Background: an optimization exercise with open tools, aiming at small area, a short achievable clock period and few clock cycles. Do not read the settings as production practice.
In this exercise RTL edits were held to simulation tests only and were not proved equivalent to the original.
No activity file was given, so power comes from the tool's default toggle rates.

==> design/flow/design.v <==
package matrix_pkg;
  localparam logic [2:0] OP_INIT        = 3'd0;
  localparam logic [2:0] OP_WRITE       = 3'd1;
  localparam logic [2:0] OP_SHIFT_UP    = 3'd2;
  localparam logic [2:0] OP_SHIFT_DOWN  = 3'd3;
  localparam logic [2:0] OP_SHIFT_LEFT  = 3'd4;
  localparam logic [2:0] OP_SHIFT_RIGHT = 3'd5;
  localparam logic [2:0] OP_TRANSPOSE   = 3'd6;
  localparam logic [2:0] OP_READ        = 3'd7;
endpackage
module cmd_queue
(
  input  logic                      clk,
  input  logic                      rstnn,
  input  logic                      i_push,
  input  logic [(3 + 2 * 2 + 16)-1:0]         i_cmd,
  input  logic                      i_pop,
  output logic                      o_empty,
  output logic [(3 + 2 * 2 + 16)-1:0]         o_cmd,
  output logic                      o_credit
);
  localparam int DEPTH = 4;
  localparam int PTR_W = $clog2(DEPTH);
  localparam int CNT_W = $clog2(DEPTH + 1);
  logic [(3 + 2 * 2 + 16)-1:0] mem [0:DEPTH-1];
  logic [PTR_W-1:0]  wr_ptr;
  logic [PTR_W-1:0]  rd_ptr;
  logic [CNT_W-1:0]  count;
  logic              full;
  logic              do_pop;
  assign o_empty = (count == '0);
  assign full    = (count == CNT_W'(DEPTH));
  assign do_pop  = i_pop && !o_empty;
  assign o_cmd   = mem[rd_ptr];
  always_ff @(posedge clk)
  begin
    if (i_push)
    begin
      mem[wr_ptr] <= i_cmd;
    end
  end
  always_ff @(posedge clk or negedge rstnn)
  begin
    if (!rstnn)
    begin
      wr_ptr   <= '0;
      rd_ptr   <= '0;
      count    <= '0;
      o_credit <= 1'b0;
    end
    else
    begin
      if (i_push)
        wr_ptr <= (wr_ptr == PTR_W'(DEPTH - 1)) ? '0 : wr_ptr + 1'b1;
      if (do_pop)
        rd_ptr <= (rd_ptr == PTR_W'(DEPTH - 1)) ? '0 : rd_ptr + 1'b1;
      if (i_push && !do_pop)
        count <= count + 1'b1;
      else if (!i_push && do_pop)
        count <= count - 1'b1;
      o_credit <= do_pop;
    end
  end
endmodule
module credit_counter
(
  input  logic clk,
  input  logic rstnn,
  input  logic i_grant,
  input  logic i_spend,
  output logic o_has_credit
);
  localparam int MAX_CREDIT = 4;
  localparam int CNT_W      = $clog2(MAX_CREDIT + 1);
  logic [CNT_W-1:0] count;
  always_ff @(posedge clk or negedge rstnn)
  begin
    if (!rstnn)
    begin
      count <= '0;
    end
    else
    begin
      case ({i_grant, i_spend})
        2'b10:   count <= count + 1'b1;
        2'b01:   count <= count - 1'b1;
        default: count <= count;
      endcase
    end
  end
  assign o_has_credit = (count > CNT_W'(1)) || ((count == CNT_W'(1)) && !i_spend);
endmodule
module matrix_ctrl_fsm
(
  input  logic                 clk,
  input  logic                 rstnn,
  input  logic                 i_empty,
  input  logic [(3 + 2 * 2 + 16)-1:0]    i_cmd,
  output logic                 o_pop,
  input  logic                 i_has_credit,
  output logic                 o_row_valid,
  output logic [2-1:0]    o_row_index,
  output logic [(4 * 16)-1:0]    o_row_data,
  output logic                 o_arr_op_valid,
  output logic [3-1:0]     o_arr_op,
  output logic [2-1:0]    o_arr_row,
  output logic [2-1:0]    o_arr_col,
  output logic [16-1:0] o_arr_wdata,
  output logic [2-1:0]    o_arr_rd_row,
  input  logic [(4 * 16)-1:0]    i_arr_rd_data
);
  localparam logic [1:0] IDLE    = 2'd0;
  localparam logic [1:0] EXEC    = 2'd1;
  localparam logic [1:0] READOUT = 2'd2;
  localparam logic [2-1:0] LAST_ROW = 2'(4 - 1);
  localparam int DATA_LO = 0;
  localparam int COL_LO  = 16;
  localparam int ROW_LO  = 16 + 2;
  localparam int OP_LO   = 16 + 2 * 2;
  logic [1:0]           state;
  logic [(3 + 2 * 2 + 16)-1:0]    cmd_q;
  logic [2-1:0]    row_idx;
  logic                 row_issue;
  assign o_pop     = (state == IDLE) && !i_empty;
  assign row_issue = (state == READOUT) && i_has_credit;
  always_ff @(posedge clk or negedge rstnn)
  begin
    if (!rstnn)
    begin
      state   <= IDLE;
      row_idx <= '0;
    end
    else
    begin
      case (state)
        IDLE:
        begin
          if (o_pop)
          begin
            if (i_cmd[OP_LO +: 3] == matrix_pkg::OP_READ)
            begin
              state   <= READOUT;
              row_idx <= '0;
            end
            else
              state <= EXEC;
          end
        end
        EXEC:
          state <= IDLE;
        READOUT:
        begin
          if (row_issue)
          begin
            if (row_idx == LAST_ROW)
              state <= IDLE;
            else
              row_idx <= row_idx + 1'b1;
          end
        end
        default:
          state <= IDLE;
      endcase
    end
  end
  always_ff @(posedge clk)
  begin
    if (o_pop)
      cmd_q <= i_cmd;
  end
  assign o_arr_op_valid = (state == EXEC);
  assign o_arr_op       = cmd_q[OP_LO +: 3];
  assign o_arr_row      = cmd_q[ROW_LO +: 2];
  assign o_arr_col      = cmd_q[COL_LO +: 2];
  assign o_arr_wdata    = cmd_q[DATA_LO +: 16];
  assign o_arr_rd_row   = row_idx;
  always_ff @(posedge clk or negedge rstnn)
  begin
    if (!rstnn)
    begin
      o_row_valid <= 1'b0;
      o_row_index <= '0;
    end
    else
    begin
      o_row_valid <= row_issue;
      if (row_issue)
        o_row_index <= row_idx;
    end
  end
  always_ff @(posedge clk)
  begin
    if (row_issue)
      o_row_data <= i_arr_rd_data;
  end
endmodule
module matrix_array
(
  input  logic                 clk,
  input  logic                 rstnn,
  input  logic                 i_op_valid,
  input  logic [3-1:0]     i_op,
  input  logic [2-1:0]    i_row,
  input  logic [2-1:0]    i_col,
  input  logic [16-1:0] i_wdata,
  input  logic [2-1:0]    i_rd_row,
  output logic [(4 * 16)-1:0]    o_rd_data
);
  localparam int N = 4;
  localparam int W = 16;
  localparam logic [W-1:0] INIT_VALUE = W'(16'h0001);
  logic [N*N*W-1:0] data;
  logic [N*N*W-1:0] data_nxt;
  always_comb
  begin
    data_nxt = data;
    if (i_op_valid)
    begin
      case (i_op)
        matrix_pkg::OP_INIT:
        begin
          for (int r = 0; r < N; r++)
            for (int c = 0; c < N; c++)
              data_nxt[(r*N+c)*W +: W] = INIT_VALUE;
        end
        matrix_pkg::OP_WRITE:
        begin
          for (int r = 0; r < N; r++)
            for (int c = 0; c < N; c++)
              if (i_row == 2'(r) && i_col == 2'(c))
                data_nxt[(r*N+c)*W +: W] = i_wdata;
        end
        matrix_pkg::OP_SHIFT_UP:
        begin
          for (int r = 0; r < N; r++)
            for (int c = 0; c < N; c++)
              data_nxt[(r*N+c)*W +: W] = data[(((r+1)%N)*N+c)*W +: W];
        end
        matrix_pkg::OP_SHIFT_DOWN:
        begin
          for (int r = 0; r < N; r++)
            for (int c = 0; c < N; c++)
              data_nxt[(r*N+c)*W +: W] = data[(((r+N-1)%N)*N+c)*W +: W];
        end
        matrix_pkg::OP_SHIFT_LEFT:
        begin
          for (int r = 0; r < N; r++)
            for (int c = 0; c < N; c++)
              data_nxt[(r*N+c)*W +: W] = data[(r*N+(c+1)%N)*W +: W];
        end
        matrix_pkg::OP_SHIFT_RIGHT:
        begin
          for (int r = 0; r < N; r++)
            for (int c = 0; c < N; c++)
              data_nxt[(r*N+c)*W +: W] = data[(r*N+(c+N-1)%N)*W +: W];
        end
        matrix_pkg::OP_TRANSPOSE:
        begin
          for (int r = 0; r < N; r++)
            for (int c = 0; c < N; c++)
              data_nxt[(r*N+c)*W +: W] = data[(c*N+r)*W +: W];
        end
        default:
          data_nxt = data;
      endcase
    end
  end
  always_ff @(posedge clk or negedge rstnn)
  begin
    if (!rstnn)
    begin
      data <= '0;
    end
    else
    begin
      data <= data_nxt;
    end
  end
  always_comb
  begin
    o_rd_data = '0;
    for (int r = 0; r < N; r++)
      if (i_rd_row == 2'(r))
        o_rd_data = data[r*N*W +: N*W];
  end
endmodule
module matrix_reg_unit
(
  input  logic                    clk,
  input  logic                    rstnn,
  input  logic                    i_cmd_valid,
  input  logic [2:0]              i_cmd_op,
  input  logic [1:0]              i_cmd_row,
  input  logic [1:0]              i_cmd_col,
  input  logic [15:0]             i_cmd_data,
  output logic                    o_cmd_credit,
  input  logic                    i_row_credit,
  output logic                    o_row_valid,
  output logic [1:0]              o_row_index,
  output logic [63:0]             o_row_data
);
  logic [(3 + 2 * 2 + 16)-1:0] cmd_in;
  logic [(3 + 2 * 2 + 16)-1:0] cmd_head;
  logic queue_empty;
  logic cmd_pop;
  logic row_has_credit;
  assign cmd_in = {i_cmd_op, i_cmd_row, i_cmd_col, i_cmd_data};
  logic       arr_op_valid;
  logic [3-1:0]     arr_op;
  logic [2-1:0]    arr_row;
  logic [2-1:0]    arr_col;
  logic [16-1:0] arr_wdata;
  logic [2-1:0]    arr_rd_row;
  logic [(4 * 16)-1:0]    arr_rd_data;
  cmd_queue u_cmd_queue
  (
    .clk      (clk),
    .rstnn    (rstnn),
    .i_push   (i_cmd_valid),
    .i_cmd    (cmd_in),
    .i_pop    (cmd_pop),
    .o_empty  (queue_empty),
    .o_cmd    (cmd_head),
    .o_credit (o_cmd_credit)
  );
  credit_counter u_credit_counter
  (
    .clk          (clk),
    .rstnn        (rstnn),
    .i_grant      (i_row_credit),
    .i_spend      (o_row_valid),
    .o_has_credit (row_has_credit)
  );
  matrix_ctrl_fsm u_ctrl_fsm
  (
    .clk          (clk),
    .rstnn        (rstnn),
    .i_empty      (queue_empty),
    .i_cmd        (cmd_head),
    .o_pop        (cmd_pop),
    .i_has_credit (row_has_credit),
    .o_row_valid  (o_row_valid),
    .o_row_index  (o_row_index),
    .o_row_data     (o_row_data),
    .o_arr_op_valid (arr_op_valid),
    .o_arr_op       (arr_op),
    .o_arr_row      (arr_row),
    .o_arr_col      (arr_col),
    .o_arr_wdata    (arr_wdata),
    .o_arr_rd_row   (arr_rd_row),
    .i_arr_rd_data  (arr_rd_data)
  );
  matrix_array u_matrix_array
  (
    .clk   (clk),
    .rstnn (rstnn),
    .i_op_valid (arr_op_valid),
    .i_op       (arr_op),
    .i_row      (arr_row),
    .i_col      (arr_col),
    .i_wdata    (arr_wdata),
    .i_rd_row   (arr_rd_row),
    .o_rd_data  (arr_rd_data)
  );
endmodule
==> design/flow/run.sh <==
#!/bin/bash
# synth_recipe.tcl (not shown) runs the flow's synth.tcl, then flattens the netlist and writes it again
# the make line also repeats each setting of config.mk as NAME=value (left out here)
make -C /OpenROAD-flow-scripts/flow DESIGN_CONFIG=/design/flow/config.mk WORK_HOME=/design/flow/orfs CLKGATE_MAP_FILE= SYNTH_SCRIPT=/design/flow/synth_recipe.tcl finish
==> design/flow/config.mk <==
export PLATFORM = sky130hd
export DESIGN_NAME = matrix_reg_unit
export DESIGN_NICKNAME = matrix_reg_unit
export VERILOG_FILES = /design/flow/design.v
export SDC_FILE = /design/flow/constraint.sdc
export NUM_CORES = 4
export LEC_CHECK = 0
export CAP_MARGIN = 20
export CORE_MARGIN = 2
export CORE_UTILIZATION = 30
export SLEW_MARGIN = 20
==> design/flow/constraint.sdc <==
create_clock -name core_clock -period 4.0 [get_ports {clk}]
set_input_delay 0.8000 -clock core_clock [delete_from_list [all_inputs] [get_ports {clk}]]
set_output_delay 0.8000 -clock core_clock [all_outputs]
set_load 0.01 [all_outputs]
==> run notes <==
==> routing by layer <==
layer / wire, µm / GRT usage [%]
met5: 0 / 0
met4: 4530 / 9.45
met3: 8010 / 3.37
met2: 41400 / 30.0
met1: 38200 / 27.8
==> per-stage QoR <==
stage          cells  setup WS [ns]  hold slack (ns)
3_3_place_gp    3619           1.04            0.472
2_1_floorplan   2565           1.35            0.456
4_1_cts         3716           1.02            0.120
6_report        3717          0.962            0.100
3_5_place_dp    3619           1.01            0.479
5_1_grt         3716          0.836            0.130
==> path summary, 6_finish.rpt <==
| path | start | end | slack (ns) | cells past startpoint |
|---|---|---|---|---|
| min in group core_clock | u_credit_counter.count[2] | u_credit_counter.count[2] | 0.49 | 1 |
| max in group asynchronous | rstnn | u_matrix_array.data[160] | 2.83 | 2 |
| setup reg to reg | u_ctrl_fsm.cmd_q[21] | u_matrix_array.data[184] | 0.96 | 6 |
| hold / removal | rstnn | u_matrix_array.data[219] | 0.10 | 1 |
| setup / recovery | u_ctrl_fsm.cmd_q[21] | u_matrix_array.data[184] | 0.96 | 6 |
| hold reg to reg | u_credit_counter.count[2] | u_credit_counter.count[2] | 0.49 | 1 |
==> final cells by class <==
cell class              instances  area share, %
flip-flops and latches        453           40.8
multi-input cells            1813           41.7
clock inverters                31           1.18
repair buffers                193           6.63
clock buffers                  66           4.78
diodes                          1        0.00834
inverters                      16          0.204
well taps                    1144           4.77
==> state kept, by name, summed over array words and instances (netlist names) <==
register / cells
u_ctrl_fsm.o_row_index: 2
u_ctrl_fsm.o_row_valid: 1
u_cmd_queue.wr_ptr: 2
u_cmd_queue.rd_ptr: 2
u_cmd_queue.mem: 92
u_matrix_array.data: 256
u_credit_counter.count: 3
u_cmd_queue.o_credit: 1
u_ctrl_fsm.cmd_q: 23
u_cmd_queue.count: 3
u_ctrl_fsm.o_row_data: 64
u_ctrl_fsm.row_idx: 2
u_ctrl_fsm.state: 2
==> kinds of logic after synthesis <==
logic type / after synthesis / share of synthesized area [%]
compound gates: 1289 / 34.4
simple gates: 465 / 9.23
flops: 453 / 47.1
buf+inv: 299 / 5.71
mux: 38 / 2.60
fa+ha+maj: 15 / 0.751
xor+xnor: 6 / 0.202
==> power breakdown <==
part / total, W / switching, W / leakage (nW) / internal [W]
clock: 0.00506 / 0.00207 / 0.864 / 0.00299
combinational: 0.0118 / 0.00737 / 4.85 / 0.00441
sequential: 0.00886 / 0.00239 / 5.22 / 0.00647
total: 0.0257 / 0.0118 / 10.9 / 0.0139
==> critical path, cell delays in order, from the launching register on <==
cell      delay (ns)
edfxtp_1        0.83
buf_4           0.41
nor3b_4         0.62
buf_12          0.49
a22oi_1         0.16
and3_1          0.24
o21ai_0         0.13
==> synth_stat cells (45+ instances only) <==
cell | number | area share (%)
nand2_1 | 226 | 3.3
dfrtp_1 | 274 | 26
a22oi_1 | 422 | 12
a41oi_1 | 45 | 1.5
a22o_1 | 80 | 2.7
nand3b_1 | 67 | 1.9
a221oi_1 | 61 | 2.1
o21ai_0 | 96 | 1.8
clkbuf_1 | 116 | 1.7
a21o_1 | 106 | 3.1
buf_2 | 118 | 2.3
edfxtp_1 | 179 | 21
a31oi_1 | 109 | 2.6
nor2_1 | 65 | 0.94
a21oi_1 | 315 | 6.1
==> flow_summary.json <==
{
  "grt_overflow": 0,
  "status": "timing/DRC/antenna clean",
  "vias_per_cell": 6.24,
  "utilization_pct": 35.1,
  "async_reset_ff_share_pct": 60.5,
  "max-cap-violations": 0,
  "finalClockSkew_ns": 0.0372,
  "grt_pass1_vias": 21600,
  "num_rows": 107,
  "start_util_pct": 30.4,
  "synthCells": 2565,
  "core_um2": 85500,
  "total_power_w": 0.0257,
  "crit_fanout": 105,
  "wl_per_cell_um": 24.8,
  "synth_seq_cells": 453,
  "grt_util_all_layers_pct": 19.9,
  "regArea_um2": 12200,
  "avgSynthCellArea_um2": 10.1,
  "cts_htree_levels": 2,
  "final_common_cell": "a22oi_1",
  "synth_area_um2": 26000,
  "gp_congestion": 0.864,
  "postRouteAntennaNets": 0,
  "final_nets": 2571,
  "synthFlopType": "dfrtp_1",
  "area_delta_synth_final_pct": 15.5,
  "pin_count": 95,
  "grt_max_degree": 106,
  "post-dp-hpwl_um": 54200,
  "setup_viol": 0,
  "synth.net_count": 2607,
  "slew_violations": 0,
  "tightest_slew_ns": 1.13,
  "finalHoldViolCount": 0,
  "hold_path_class": "in2async",
  "max_slew_margin_pct": 24.0,
  "cts_made_buffers": 52,
  "clkTransAtPathRegs_ns": 0.06,
  "cts_tree": "built",
  "cts_resized": 0,
  "clock_sinks": 453,
  "cts_setup_buffers": 0,
  "placed_cell_area_um2": 28200,
  "drc": 0,
  "fmax_mhz": 329,
  "vdd_drop_max_mv": 0.538,
  "rsz0062_at_grt": "false",
  "antenna_found_initial": 1,
  "cts-root-buf": "clkbuf_16",
  "fill_cells": 8496,
  "critPathRequiredTime_ns": 4.53,
  "portBuffers": 94,
  "dieArea_um2": 89000,
  "final_cell_mix": "422 x a22oi_1, 315 x a21oi_1, 274 x dfrtp_1, 226 x nand2_1, 179 x edfxtp_1",
  "die_x_um": 298,
  "dr.pass1.iters": 8,
  "clk_latency_ns": 0.62,
  "setup_tns_ns": 0,
  "finalCritPeriodShare_pct": 75.9,
  "p_leak_nw": 10.9,
  "synth_cell_types": 72,
  "worst_setup_path_end_kind": "register",
  "power.density_nw_per_um2": 857,
  "grt_pass1_wl_um": 140000,
  "crit_arrival_ns": 3.56,
  "ys_seq_area_share_pct": 47.1,
  "final_cell_area_um2": 30000,
  "die_h_um": 298,
  "drive_gt1_share_pct": 10.5,
  "cts_hold_buf": 0,
  "multi_input_area_um2": 12500,
  "critPathKind": "reg2reg",
  "period_needed_ns": 3.04,
  "synth_edf_count": 179,
  "wirelength_um": 92100,
  "cts.path.max_buffers": 3,
  "yosysWarnings": 4,
  "crit_path_start_kind": "register",
  "vias": 23200,
  "first_iter_violations": 3553
}
Testbench counts, summed over its fixed seeds: cycles 9,837.

==> port drivers added, routing unchanged <==
The flow's constraints put no driver on any port. The routed layout listed below was extracted and timed again, unchanged, in two steps.
Step 1 assumes that a clkbuf_16 drives the clock port and a buf_2 every other input.
Step 2, shift: input delay + t, output delay - t, t = (earliest + latest rising clock arrival at the registers) / 2. This alone moves slack from input paths to output paths.
Three values: ideal ports, drivers, drivers and shift; two values: the first two.
shift t [ns]: 0.664
setup slack, ns: 0.962 / 0.962 / 0.962
cell pins on the clock port's net: 1
After both steps this run still meets setup and hold. For this run, drivers alone change the setup slack by 0.000 ns; drivers and shift together by 0.000 ns.
